What follows belongs to an exercise in optimizing a design on an open flow for small area and a short achievable clock period; a production flow would make more cautious choices.
Only simulation tests tie the RTL to the original design; equivalence was not proved.
Power is estimated from default activity; no workload was simulated.

## flow/config.mk

```make
export PLATFORM = sky130hd
export DESIGN_NAME = maxpool_tree_cell
export DESIGN_NICKNAME = maxpool_tree_cell
export VERILOG_FILES = /design/flow/design.v
export SDC_FILE = /design/flow/constraint.sdc
export NUM_CORES = 4
export LEC_CHECK = 0
export ABC_AREA = 1
export CAP_MARGIN = 20
export CORE_MARGIN = 2
export CORE_UTILIZATION = 50
export GPL_TIMING_DRIVEN = 0
export SLEW_MARGIN = 20
```

## flow/constraint.sdc

```tcl
create_clock -name core_clock -period 3.6 [get_ports {C_IN_CLK}]
set_input_delay 0.7200 -clock core_clock [delete_from_list [all_inputs] [get_ports {C_IN_CLK}]]
set_output_delay 0.7200 -clock core_clock [all_outputs]
set_load 0.01 [all_outputs]
```

## flow/design.v

```verilog
package maxpool_pkg;
  localparam logic MODE_MAX = 1'b0;
  localparam logic MODE_MIN = 1'b1;
endpackage
module maxpool_cmp (
  input  logic [31:0] a,
  input  logic [31:0] b,
  output logic        beat
);
  logic       mag_gt;
  logic [31:0] g [6];
  logic [31:0] p [6];
  always_comb begin
    g[0] = {1'b0, a[30:0] & ~b[30:0]};
    p[0] = {1'b1, a[30:0] | ~b[30:0]};
    for (int l = 1; l < 6; l++) begin
      g[l] = '0;
      p[l] = '0;
      for (int j = 0; j < (32 >> l); j++) begin
        g[l][j] = g[l-1][2*j+1] | (p[l-1][2*j+1] & g[l-1][2*j]);
        p[l][j] = p[l-1][2*j+1] & p[l-1][2*j];
      end
    end
    mag_gt = g[5][0];
  end
  assign beat = (a[31] ^ b[31]) ? b[31] : (a[31] ^ mag_gt);
endmodule
module maxpool_sel3 (
  input  logic [31:0] a,
  input  logic [31:0] b,
  input  logic [31:0] c,
  input  logic [31:0] q,
  input  logic        mode,
  input  logic        en,
  output logic [31:0] y
);
  logic ab, ac, bc;
  logic p_ab, p_ac, p_bc;
  logic wa, wb, wc;
  maxpool_cmp u_ab (.a(a), .b(b), .beat(ab));
  maxpool_cmp u_ac (.a(a), .b(c), .beat(ac));
  maxpool_cmp u_bc (.a(b), .b(c), .beat(bc));
  assign p_ab = ab ^ mode;
  assign p_ac = ac ^ mode;
  assign p_bc = bc ^ mode;
  assign wa =  p_ab &  p_ac;
  assign wb = ~p_ab &  p_bc;
  assign wc = ~p_ac & ~p_bc;
  assign y = ({32{wa & en}} & a) | ({32{wb & en}} & b) | ({32{wc & en}} & c) |
             ({32{~en}} & q);
endmodule
module maxpool_tree_cell #(
  parameter int DATA_WIDTH = 32,
  parameter int WINDOW     = 9
) (
  input  logic                         C_IN_CLK,
  input  logic                         C_IN_RST,
  input  logic                         C_IN_FLUSH,
  input  logic                         C_IN_MODE,
  input  logic                         C_IN_DATA_VALID,
  input  logic [WINDOW*DATA_WIDTH-1:0] D_IN_DATA,
  output logic                         C_OUT_IN_READY,
  input  logic                         C_IN_OUT_READY,
  output logic                         C_OUT_DATA_VALID,
  output logic [DATA_WIDTH-1:0]        C_OUT_DATA
);
  localparam int NV = 5;
  logic [NV-1:0] v4_q;
  logic [NV-1:0] en;
  logic [2:0]    vld_q;
  logic          md1_q;
  logic [95:0]   s1_d;
  logic [95:0]   s1_q;
  logic [31:0]   s2_d;
  logic [31:0]   s2_q, s3_q, s4_q;
  assign en               = ~v4_q | {NV{C_IN_OUT_READY}};
  assign C_OUT_IN_READY   = en[0];
  assign C_OUT_DATA_VALID = v4_q[0];
  for (genvar g = 0; g < 3; g++) begin : g_s1
    maxpool_sel3 u_sel (
      .a    (D_IN_DATA[(3*g)*32   +: 32]),
      .b    (D_IN_DATA[(3*g+1)*32 +: 32]),
      .c    (D_IN_DATA[(3*g+2)*32 +: 32]),
      .q    (s1_q[32*g +: 32]),
      .mode (C_IN_MODE),
      .en   (en[(g == 2) ? 3 : 2]),
      .y    (s1_d[32*g +: 32])
    );
  end
  maxpool_sel3 u_s2 (
    .a    (s1_q[31:0]),
    .b    (s1_q[63:32]),
    .c    (s1_q[95:64]),
    .q    (s2_q),
    .mode (md1_q),
    .en   (en[3]),
    .y    (s2_d)
  );
  always_ff @(posedge C_IN_CLK or posedge C_IN_RST) begin
    if (C_IN_RST)        vld_q <= '0;
    else if (C_IN_FLUSH) vld_q <= '0;
    else if (en[4])      vld_q <= {vld_q[1:0], C_IN_DATA_VALID};
  end
  for (genvar k = 0; k < NV; k++) begin : g_v4
    always_ff @(posedge C_IN_CLK or posedge C_IN_RST) begin
      if (C_IN_RST)        v4_q[k] <= 1'b0;
      else if (C_IN_FLUSH) v4_q[k] <= 1'b0;
      else if (en[k])      v4_q[k] <= vld_q[2];
    end
  end
  always_ff @(posedge C_IN_CLK) begin
    s1_q <= s1_d;
    s2_q <= s2_d;
    if (en[4]) begin
      md1_q <= C_IN_MODE;
      s3_q  <= s2_q;
      s4_q  <= s3_q;
    end
  end
  assign C_OUT_DATA = s4_q & {32{v4_q[1]}};
endmodule
```

## flow/flow/run.sh

```bash
#!/bin/bash
# Standard ORFS layout, except that the port buffers are plain buf_2 cells
# instead of the delay cells buffer_ports picks by default, and the buffers
# ABC inserts are removed at floorplan so placement rebuilds the fanout trees.
set -euo pipefail
bash standard.sh BUFFER_PORTS_ARGS="-buffer_cell sky130_fd_sc_hd__buf_2" REMOVE_ABC_BUFFERS=1 finish > standard_flow.log 2>&1
```

## flow/standard.sh

```bash
#!/bin/bash
# synth_recipe.tcl (not shown) runs the flow's synth.tcl, then flattens the netlist and writes it again
# the make line also repeats each setting of config.mk as NAME=value (left out here)
make -C /OpenROAD-flow-scripts/flow DESIGN_CONFIG=/design/flow/config.mk WORK_HOME=/design/flow/orfs CLKGATE_MAP_FILE= SYNTH_SCRIPT=/design/flow/synth_recipe.tcl "${@:-finish}"
```

==> notes.md <==
-- layout make-up --
type / instances / area share
Multi-Input combinational cell: 2298 / 0.5012
Sequential cell: 201 / 0.2303
Inverter: 631 / 0.1157
Timing Repair Buffer: 335 / 0.08817
Clock buffer: 28 / 0.02951
Tap cell: 461 / 0.02817
Clock inverter: 12 / 0.007026
-- worst paths after layout --
check	from	to	slack, ps	cells after the start
max in group asynchronous	C_IN_RST	v4_q[1]	3190	2
min in group core_clock	s3_q[16]	s4_q[16]	420	0
worst max-delay path	C_IN_MODE	s1_q[4]	470	8
worst max register to register	s1_q[3]	s2_q[7]	660	17
worst min register to register	s3_q[16]	s4_q[16]	420	0
worst min-delay path	C_IN_RST	v4_q[0]	160	2
-- layer usage --
metal / up-vias / share of wire / track usage
li1: 10710 / - / -
met1: 9519 / 0.42 / 0.4116
met2: 953 / 0.47 / 0.5405
met3: 136 / 0.074 / 0.02331
met4: 0 / 0.032 / 0.09641
met5: - / 0 / 0
-- synth_stat cells --
cell type / number
o211a_1: 1
buf_6: 12
nand3b_1: 6
o2111ai_1: 1
buf_1: 10
a21oi_2: 13
nand3_4: 1
inv_1: 618
nand3_2: 3
nor3b_2: 6
o21ai_2: 1
nor2_1: 574
clkinv_1: 1
and3_1: 2
dfrtp_1: 8
o21ai_0: 114
buf_2: 9
nand4_1: 264
o21ai_1: 26
nand3_1: 180
nand2_1: 938
nand2_2: 10
dfxtp_1: 128
o21a_1: 2
nor2_2: 19
clkbuf_1: 36
o211ai_1: 7
edfxtp_1: 65
inv_2: 12
buf_4: 42
o22ai_1: 52
a31oi_1: 13
a21oi_1: 54
nor3_1: 11
-- worst register-to-register path, cell delays in order (launching register included) --
cell and delay, ps:
dfxtp_1 400, inv_1 290, nand2_1 120, a21oi_1 160
nand2_1 70, nand2_1 50, nand2_1 70, nand2_1 80
nand2_1 100, nand2_1 120, nand2_1 80, nand2_1 90
nand3_1 80, nand2_2 530, nand4_1 320, nand2_1 200
inv_1 50, nand2_1 40
-- power breakdown --
part	switching, mW	internal (mW)	total [mW]
Sequential	0.500	3.23	3.73
Clock	0.946	1.41	2.35
Combinational	2.45	1.08	3.52
-- cells by family (layout without fill, tap and decap cells) --
group           count (synthesis)  in the layout  synth area share
simple gates                 2014           2014            0.4807
buf+inv                       740           1006            0.1689
compound gates                284            284           0.08823
flops                         201            201            0.2622
-- through the flow --
stage | instances | hold slack [ps] | power, mW | worst slack [ps]
floorplan | 3130 | 400.3 | 5.884 | -1868
global placement | 3918 | 401.0 | 7.103 | -4358
detailed placement | 3925 | 405.7 | 7.210 | 10.98
CTS | 3965 | 150.1 | 9.575 | 543.6
global route | 3966 | 177.2 | 10.25 | 334.2
finish | 3966 | 155.6 | 9.608 | 466.6
-- registers in the layout (all words and copies together), names as in the netlist --
name,flops
md1_q,1
s1_q,96
s2_q,32
s3_q,32
s4_q,32
v4_q,5
vld_q,3
==> summary.txt <==
Yosys
  • YS warnings: 4
  • #FFs+latches synth: around 200
  • Cells after Synth: 3,239
  • Syn_area_per_cell: about 5.6 um2
  • Post-synth top area share: 0.1958
  • Synthesized area: about 18,000 um2
  • Yosys top cell by area: nand2_1
  • Unique masters post-synth: 34
  • Synth top area cells: nand2_1 (20%), dfxtp_1 (14%), inv_1 (13%)
  • Sequential fraction of the synthesis area: 0.2622

Floorplan
  • Die Y: 193.6 um
  • Top-level I/O count: 328
  • Row count: 69
  • DIE WIDTH: 193.6 um
  • Core footprint: 35,480 um2
  • Die area: 37,500 um2
  • Starting density of the core: 0.5068

Clock tree
  • Number of setup buffers added after CTS: 0
  • CTS Hold Buffers Added: 0
  • Clk slew on worst S/H paths: 60 ps
  • TritonCTS clock tree: yes
  • Clock latency on the worst-skew pair: 510 ps
  • Clk sinks: approximately 200
  • H-tree depth: 1
  • Post-cts gate resize count: 0
  • Num CTS Buffers: 22
  • Root buf cell: clkbuf_16
  • Clock Tree Buf Depth: 3

Placed design
  • Port bufs: 327
  • Placed Area: 19,710 um2
  • GP Congestion: 0.9287
  • Hpwl dp: around 48 mm

Global routing
  • GRT Overall Usage: 0.3110
  • First-pass GRT wire length: 97.17 mm
  • Pin count of the biggest net entering global routing: 82
  • Initial antenna violation count: 1
  • Grt total ovfl: 0
  • Vias in the first global route: ~20,000

Setup path
  • WP buf/inv: 3
  • Setup CP Type: input port to flop
  • Startpoint types: input port
  • Slowest stage delay, CP: 710 ps
  • CP delay by family, top: simple AND/OR/NAND/NOR gates
  • CP arrival: 3480 ps
  • Critical-path cell list: buf_2 > clkinv_1 > nand3_1 > nand2_1 > nand4_1 > nand2_1 > inv_1 > nand2_1
  • Worst-path maximum fanout: 32
  • Required @ worst endpoint: 3950 ps
  • CP max stage cell: clkinv_1
  • Cell mode on critical path: nand2_1
  • Crit end category: flop

Timing
  • Final period util: 0.8704
  • Slew Limit Fails: 0
  • Rel. slew slack: 0.2772
  • RSZ-0062 raised after global routing: false
  • Measured slew at the worst slew-check pin: 1082 ps
  • Fmax: 319.1 MHz
  • Final Hold Violating Endpoints: 0
  • Setup-failing EPs final: 0
  • Setup Skew: 13.56 ps
  • Min Clock Period, post-route: 3133 ps
  • Setup TNS: 0 ps

Route
  • Via count: 21,320
  • DRC Markers: 0
  • Routed Wire Length: 60.80 mm
  • WL/cell: between 15 and 20 um
  • Final ANT Viol Nets: 0
  • DRT iter0 DRCs: approximately 1,700
  • Post-DR vias/cell: 5.376
  • DR pass1 iterations: 6

Power
  • Max VDD drop: 0.4967 mV
  • Leakage: 11.85 nW
  • PwrDens: 469.2 nW/um2

Finish
  • Most common cell after layout, fill and taps aside: nand2_1
  • Number of antenna diodes: 0
  • Fill cells: 3,732
  • Register area: roughly 4700 um2
  • Layout cell share with drive strength beyond 1: 0.1258
  • Final design utilization: 0.5771
  • Multi-input gate area: approximately 10,000 um2
  • Design Area, Final: 20,480 um2
  • Most frequent cells in the layout: nand2_1 (931), inv_1 (618), nor2_1 (574)
  • Nets@finish: 3,783
  • Area growth syn-to-layout: 13.88%

Hold path
  • Hold crit path type: input port to async pin

Status
  • Status: finished clean

Flow run
  • Max Cap Viol: 0

## what the ideal ports hide
The flow's constraints put no driver on any port. The routed layout listed below was extracted and timed again, unchanged, in two steps.
Step 1 assumes that a clkbuf_16 drives the clock port and a buf_2 every other input.
Step 2, shift: input delay + t, output delay - t, t = (earliest + latest rising clock arrival at the registers) / 2. This alone moves slack from input paths to output paths.
Three values: ideal ports, drivers, drivers and shift; two values: the first two.
t (ns): 0.553
setup WS [ns]: 0.467 / 0.462 / -0.091
worst hold slack (ns): 0.156 / 0.123 / 0.418
latest minus earliest clock arrival (ns): 0.015 / 0.016
Met with ideal ports but missed after step 2: setup timing in this run. For this run, drivers alone change the setup slack by -0.005 ns; drivers and shift together by -0.558 ns.
